This is an optimization exercise on Yosys and OpenROAD, whose aim is small area, a short achievable clock period and few clock cycles per item, not a production implementation.
Where RTL was checked, it was by simulation tests only, not by an equivalence proof against the original.

== v6 ==
==> flow/design.v (excerpt) <==
module backlight_fade_dim_controller #(
  parameter int TIME_BITS = 32,
  parameter int DUTY_BITS = 8
) (
  input  logic                 clk,
  input  logic                 rst,
  input  logic                 cfg_valid,
  output logic                 cfg_ready,
  input  logic [2:0]           cfg_index,
  input  logic [TIME_BITS-1:0] cfg_data,
  input  logic                 in_valid,
  output logic                 in_ready,
  input  logic [2:0]           func,
  input  logic [TIME_BITS-1:0] now_ms,
  input  logic [TIME_BITS-1:0] last_activity_ms,
  input  logic                 in_dim_phase,
  output logic                 out_valid,
  input  logic                 out_ready,
  output logic [DUTY_BITS-1:0] duty,
  output logic                 duty_written,
  output logic                 pwm_running,
  output logic                 backlight_cut
);
Size: about 5,300 cells after synthesis, about 780 flip-flops, about 54,000 um2 of cells after synthesis.
Settings: LEC_CHECK=0, CAP_MARGIN=20, CORE_MARGIN=2, CORE_UTILIZATION=60, SETUP_SLACK_MARGIN=5, SLEW_MARGIN=20; clock period 9.0 ns.
run.sh (not shown) runs the stock make flow with config.mk's settings and CLKGATE_MAP_FILE= SYNTH_SCRIPT=/design/flow/synth_recipe.tcl, a recipe that flattens the netlist after the stock synthesis.
v6 went all the way through synthesis, placement and routing and the layout is clean on timing, DRC and antenna.
What v7 does differently from v6 at the input level:
# v6
export LEC_CHECK = 0
export CAP_MARGIN = 20
export CORE_MARGIN = 2
export CORE_UTILIZATION = 60
export SETUP_SLACK_MARGIN = 5
export SLEW_MARGIN = 20
create_clock -name core_clock -period 9.0 [get_ports {clk}]
# v7
export LEC_CHECK = 0
export CAP_MARGIN = 20
export CORE_MARGIN = 2
export CORE_UTILIZATION = 40
export SETUP_SLACK_MARGIN = 5
export SLEW_MARGIN = 20
create_clock -name core_clock -period 9.0 [get_ports {clk}]
Notes after the runs:
- [v7 vs v6] worst setup slack after layout: lower in v7
- Compared with v6, v7 shows a height of the die that is 22% higher.
- Compared v7 against v6; worst hold margin within noise.
- v6 ended up with fewer cell instances than v7 did.
- When the final numbers for v7 and v6 were put side by side, the share of the clock period used by the worst path turned out to be greater in v7.
- Clock skew was lower in the run labelled v6.
- Going from v6 to v7, fmax shrank slightly.
- Against v6, v7 comes in 720 um2 higher on post-detailed-placement cell area.
No run of this note included a check of the RTL's function; only the layout flow was run.


== the baseline ==
Another version of the RTL of backlight_fade_dim_controller (not shown whole).
Size: about 5200 cells after synthesis, about 780 flip-flops, about 120 I/O pins, ~54000 um^2 of cells after synthesis.
export LEC_CHECK = 0
export CAP_MARGIN = 20
export CORE_MARGIN = 2
export CORE_UTILIZATION = 40
export SETUP_SLACK_MARGIN = 4
export SLEW_MARGIN = 20
create_clock -name core_clock -period 9.0 [get_ports {clk}]
### the baseline -> the candidate
- a change of SETUP_SLACK_MARGIN from 4 to 5
### Flow results
The flow did not stop early for the candidate: all stages ran, and the layout cleared the timing, design-rule and antenna checks.
In the candidate, critical path depth is higher than in the baseline.
The candidate vs. the baseline: maximum frequency shows an increase of 0.027 GHz.
Function was not checked in any run of this note: the RTL went through the layout flow alone.


MS:
backlight_fade_dim_controller, a different RTL version from the one above (not shown whole).
Size in the first run: ~4,700 cells after synthesis, roughly 780 flip-flops, roughly 0.051 mm^2 of cells after synthesis.
Settings: LEC_CHECK=0, CAP_MARGIN=20, CORE_MARGIN=2, CORE_UTILIZATION=40, SETUP_SLACK_MARGIN=5, SLEW_MARGIN=20; clock period 9.0 ns.
No stage failed in MS, and the final checks on the layout all came back clean.
The inputs of TR differ from those of MS as listed below.
Settings: SETUP_SLACK_MARGIN no longer set, was 5.
==> flow/flow/run.sh (new file) <==
#!/bin/bash
# Standard layout with a tighter setup repair target (SETUP_SLACK_MARGIN=5.5 ns).
set -euo pipefail
sed 's/"\${@:-finish}"/SETUP_SLACK_MARGIN=5.5 "\${@:-finish}"/' standard.sh > standard_margin.sh
grep -q "SETUP_SLACK_MARGIN=5.5" standard_margin.sh
bash standard_margin.sh finish > flow_make.log 2>&1
==> flow/standard.sh (new file) <==
#!/bin/bash
# synth_recipe.tcl (not shown) runs the flow's synth.tcl, then flattens the netlist and writes it again
# the make line also repeats each setting of config.mk as NAME=value (left out here)
make -C /OpenROAD-flow-scripts/flow DESIGN_CONFIG=/design/flow/config.mk WORK_HOME=/design/flow/orfs CLKGATE_MAP_FILE= SYNTH_SCRIPT=/design/flow/synth_recipe.tcl "${@:-finish}"
removed: flow/run.sh
- Comparing MS against TR, there is no change at all in chip height.
- Wire length for TR: 7.9% up relative to MS
- TR: number of fill cells in the layout is 414 lower than what MS reported.
- The run showing the smaller summed area of non-filler cells in the final layout is MS.
- Routing usage on met3 essentially unchanged between MS and TR.
- Of the two values seen for slowest cell on the critical path, fa_1 was produced by TR and clkdlybuf4s50_1 by MS.
- Going from MS to TR, clock-buffer cell count grew by 9.6%, fraction of area in multi-input gates now smaller, share of layout cells above drive strength 1 picked up an extra 8.4 points.
No functional check of the RTL was part of any run of this note.


run A:
backlight_fade_dim_controller, a different RTL version from the one above (not shown whole).
For scale: roughly 5600 cells after synthesis, roughly 740 flip-flops, about 56000 um^2 of cells after synthesis.
make LEC_CHECK=0 ABC_CLOCK_PERIOD_IN_PS=3000 CAP_MARGIN=20 CORE_MARGIN=2 CORE_UTILIZATION=40 SETUP_SLACK_MARGIN=5 SLEW_MARGIN=20 finish   # period 9.0 ns
Stock flow here: none of the scripts above is used.
Testbench counts of run A, summed over its fixed seeds: cycles 13,575, items 13,015.
Setup changes, run A to run B
- a deleted ABC_CLOCK_PERIOD_IN_PS that had been 3000
==> comparison <==
Run B went all the way through synthesis, placement and routing and the layout is clean on timing, DRC and antenna.
Diff run B..run A | cell area after placement | unchanged
As far as number of non-filler instances in the completed layout goes, run B and run A are indistinguishable; the numbers are identical.
Diff run A -> run B: overall die area stayed essentially flat, setup clock skew after layout stayed essentially flat.
Number of endpoints with negative hold slack in the final report: run B vs run A identical


yarrow:
Another version of the RTL of backlight_fade_dim_controller (not shown whole).
Size in the first run: roughly 5200 cells after synthesis, about 750 flip-flops, ~120 I/O pins, roughly 53000 um^2 of cells after synthesis.
==> flow/config.mk <==
export PLATFORM = sky130hd
export DESIGN_NAME = backlight_fade_dim_controller
export DESIGN_NICKNAME = backlight_fade_dim_controller
export VERILOG_FILES = /design/flow/design.v
export SDC_FILE = /design/flow/constraint.sdc
export NUM_CORES = 4
export LEC_CHECK = 0
export CAP_MARGIN = 20
export CORE_MARGIN = 2
export CORE_UTILIZATION = 40
export SLEW_MARGIN = 20
==> flow/constraint.sdc <==
create_clock -name core_clock -period 9.0 [get_ports {clk}]
set_input_delay 1.8000 -clock core_clock [delete_from_list [all_inputs] [get_ports {clk}]]
set_output_delay 1.8000 -clock core_clock [all_outputs]
set_load 0.01 [all_outputs]
standard.sh (not shown) runs the stock make flow with config.mk's settings and CLKGATE_MAP_FILE= SYNTH_SCRIPT=/design/flow/synth_recipe.tcl, a recipe that flattens the netlist after the stock synthesis.
==> flow/flow/run.sh <==
#!/bin/bash
# Standard layout with a tighter setup repair target (SETUP_SLACK_MARGIN=6 ns).
set -euo pipefail
sed 's/"\${@:-finish}"/SETUP_SLACK_MARGIN=6 "\${@:-finish}"/' standard.sh > standard_margin.sh
grep -q "SETUP_SLACK_MARGIN=6" standard_margin.sh
bash standard_margin.sh finish > flow_make.log 2>&1
Testbench counts of yarrow, summed over its fixed seeds: cycles 13,575, items 13,015.
For delta, these inputs were changed with respect to yarrow:
# yarrow
export LEC_CHECK = 0
export CAP_MARGIN = 20
export CORE_MARGIN = 2
export CORE_UTILIZATION = 40
export SLEW_MARGIN = 20
create_clock -name core_clock -period 9.0 [get_ports {clk}]
# delta
export LEC_CHECK = 0
export CAP_MARGIN = 20
export CORE_MARGIN = 2
export CORE_UTILIZATION = 40
export SETUP_SLACK_MARGIN = 5
export SLEW_MARGIN = 20
create_clock -name core_clock -period 9.0 [get_ports {clk}]
==> flow/run.sh (new file) <==
#!/bin/bash
# synth_recipe.tcl (not shown) runs the flow's synth.tcl, then flattens the netlist and writes it again
# the make line also repeats each setting of config.mk as NAME=value (left out here)
make -C /OpenROAD-flow-scripts/flow DESIGN_CONFIG=/design/flow/config.mk WORK_HOME=/design/flow/orfs CLKGATE_MAP_FILE= SYNTH_SCRIPT=/design/flow/synth_recipe.tcl finish
removed: flow/flow/run.sh
removed: flow/standard.sh
Findings:
yarrow → delta: global-route track usage on met2 decreased 4.6 points, area enclosed by the die boundary now sits at about the same level, time the final worst path needs with I/O delays and setup climbed 0.20 ns. delta ended up with now1[12] as its critical path launch point; yarrow ended up with now1[11]. Between yarrow and delta, area added between synthesis and finish is lower for delta, yarrow comes in above that. When the final numbers for yarrow and delta were put side by side, the final setup slack of the worst path turned out to be greater in yarrow. [compare] base=yarrow new=delta: post-CTS setup-driven buffer insertion count moved down.
Modified inputs, garnet compared to delta
# delta
export LEC_CHECK = 0
export CAP_MARGIN = 20
export CORE_MARGIN = 2
export CORE_UTILIZATION = 40
export SETUP_SLACK_MARGIN = 5
export SLEW_MARGIN = 20
create_clock -name core_clock -period 9.0 [get_ports {clk}]
# garnet
export LEC_CHECK = 0
export CAP_MARGIN = 20
export CORE_MARGIN = 2
export CORE_UTILIZATION = 55
export SLEW_MARGIN = 20
create_clock -name core_clock -period 9.0 [get_ports {clk}]
==> flow/flow/run.sh (new file) <==
#!/bin/bash
# Standard layout with a tighter setup repair target (SETUP_SLACK_MARGIN=6.5 ns).
set -euo pipefail
sed 's/"\${@:-finish}"/SETUP_SLACK_MARGIN=6.5 "\${@:-finish}"/' standard.sh > standard_margin.sh
grep -q "SETUP_SLACK_MARGIN=6.5" standard_margin.sh
bash standard_margin.sh finish > flow_make.log 2>&1
==> flow/standard.sh (new file) <==
#!/bin/bash
# synth_recipe.tcl (not shown) runs the flow's synth.tcl, then flattens the netlist and writes it again
# the make line also repeats each setting of config.mk as NAME=value (left out here)
make -C /OpenROAD-flow-scripts/flow DESIGN_CONFIG=/design/flow/config.mk WORK_HOME=/design/flow/orfs CLKGATE_MAP_FILE= SYNTH_SCRIPT=/design/flow/synth_recipe.tcl "${@:-finish}"
removed: flow/run.sh
--- outcome ---
- Going from delta to garnet, wire length went up by 23%, critical path depth moved up, hold slack grew by 0.010 ns.
- The higher critical path data required time of delta and garnet is in delta.

[what the ideal ports hide]
No port has a modelled driver above. Below, the same layouts with a new extraction and two added sets of constraints. Step 1: set_driving_cell puts a clkbuf_16 on clk and a buf_2 on each other input, an assumption about the parent block. Step 2, shift: input delay + t, output delay - t, t = (earliest + latest rising clock arrival at the registers) / 2. This alone moves slack from input paths to output paths. Slacks: ideal ports / drivers / drivers and shift; pairs: ideal ports / drivers.
| run | shift t [ns] | setup slack, ns | worst hold slack (ns) | slew at the worst register clock pin (ns) | pins driven straight from the clock port |
|---|---|---|---|---|---|
| v6 | 0.731 | 4.928 / 4.928 / 4.928 | 0.413 / 0.413 / 0.413 | 0.06 / 0.06 | 1 |
| v7 | 0.775 | 4.891 / 4.891 / 4.557 | 0.412 / 0.412 / 0.412 | 0.07 / 0.07 | 1 |
| the baseline | 0.770 | 4.387 / 4.387 / 4.279 | 0.414 / 0.414 / 0.414 | 0.06 / 0.06 | 1 |
| the candidate | 0.789 | 4.906 / 4.906 / 4.445 | 0.412 / 0.412 / 0.412 | 0.07 / 0.07 | 1 |
| MS | 0.748 | 5.072 / 5.079 / 4.343 | 0.410 / 0.410 / 0.410 | 0.07 / 0.07 | 1 |
| TR | 0.737 | 5.071 / 5.071 / 4.821 | 0.406 / 0.406 / 0.406 | 0.07 / 0.07 | 1 |
| run A | 0.762 | 4.796 / 4.796 / 4.731 | 0.409 / 0.409 / 0.409 | 0.07 / 0.07 | 1 |
| run B | 0.762 | 4.796 / 4.796 / 4.731 | 0.409 / 0.409 / 0.409 | 0.07 / 0.07 | 1 |
| yarrow | 0.783 | 5.070 / 5.070 / 5.070 | 0.414 / 0.414 / 0.414 | 0.07 / 0.07 | 1 |
| delta | 0.772 | 4.865 / 4.865 / 4.449 | 0.404 / 0.404 / 0.404 | 0.06 / 0.06 | 1 |
| garnet | 0.758 | 4.902 / 4.902 / 4.902 | 0.414 / 0.414 / 0.414 | 0.07 / 0.07 | 1 |
After both steps setup and hold are still met in every run listed. For MS, which loses most, drivers alone change the setup slack by +0.007 ns; drivers and shift together by -0.729 ns.
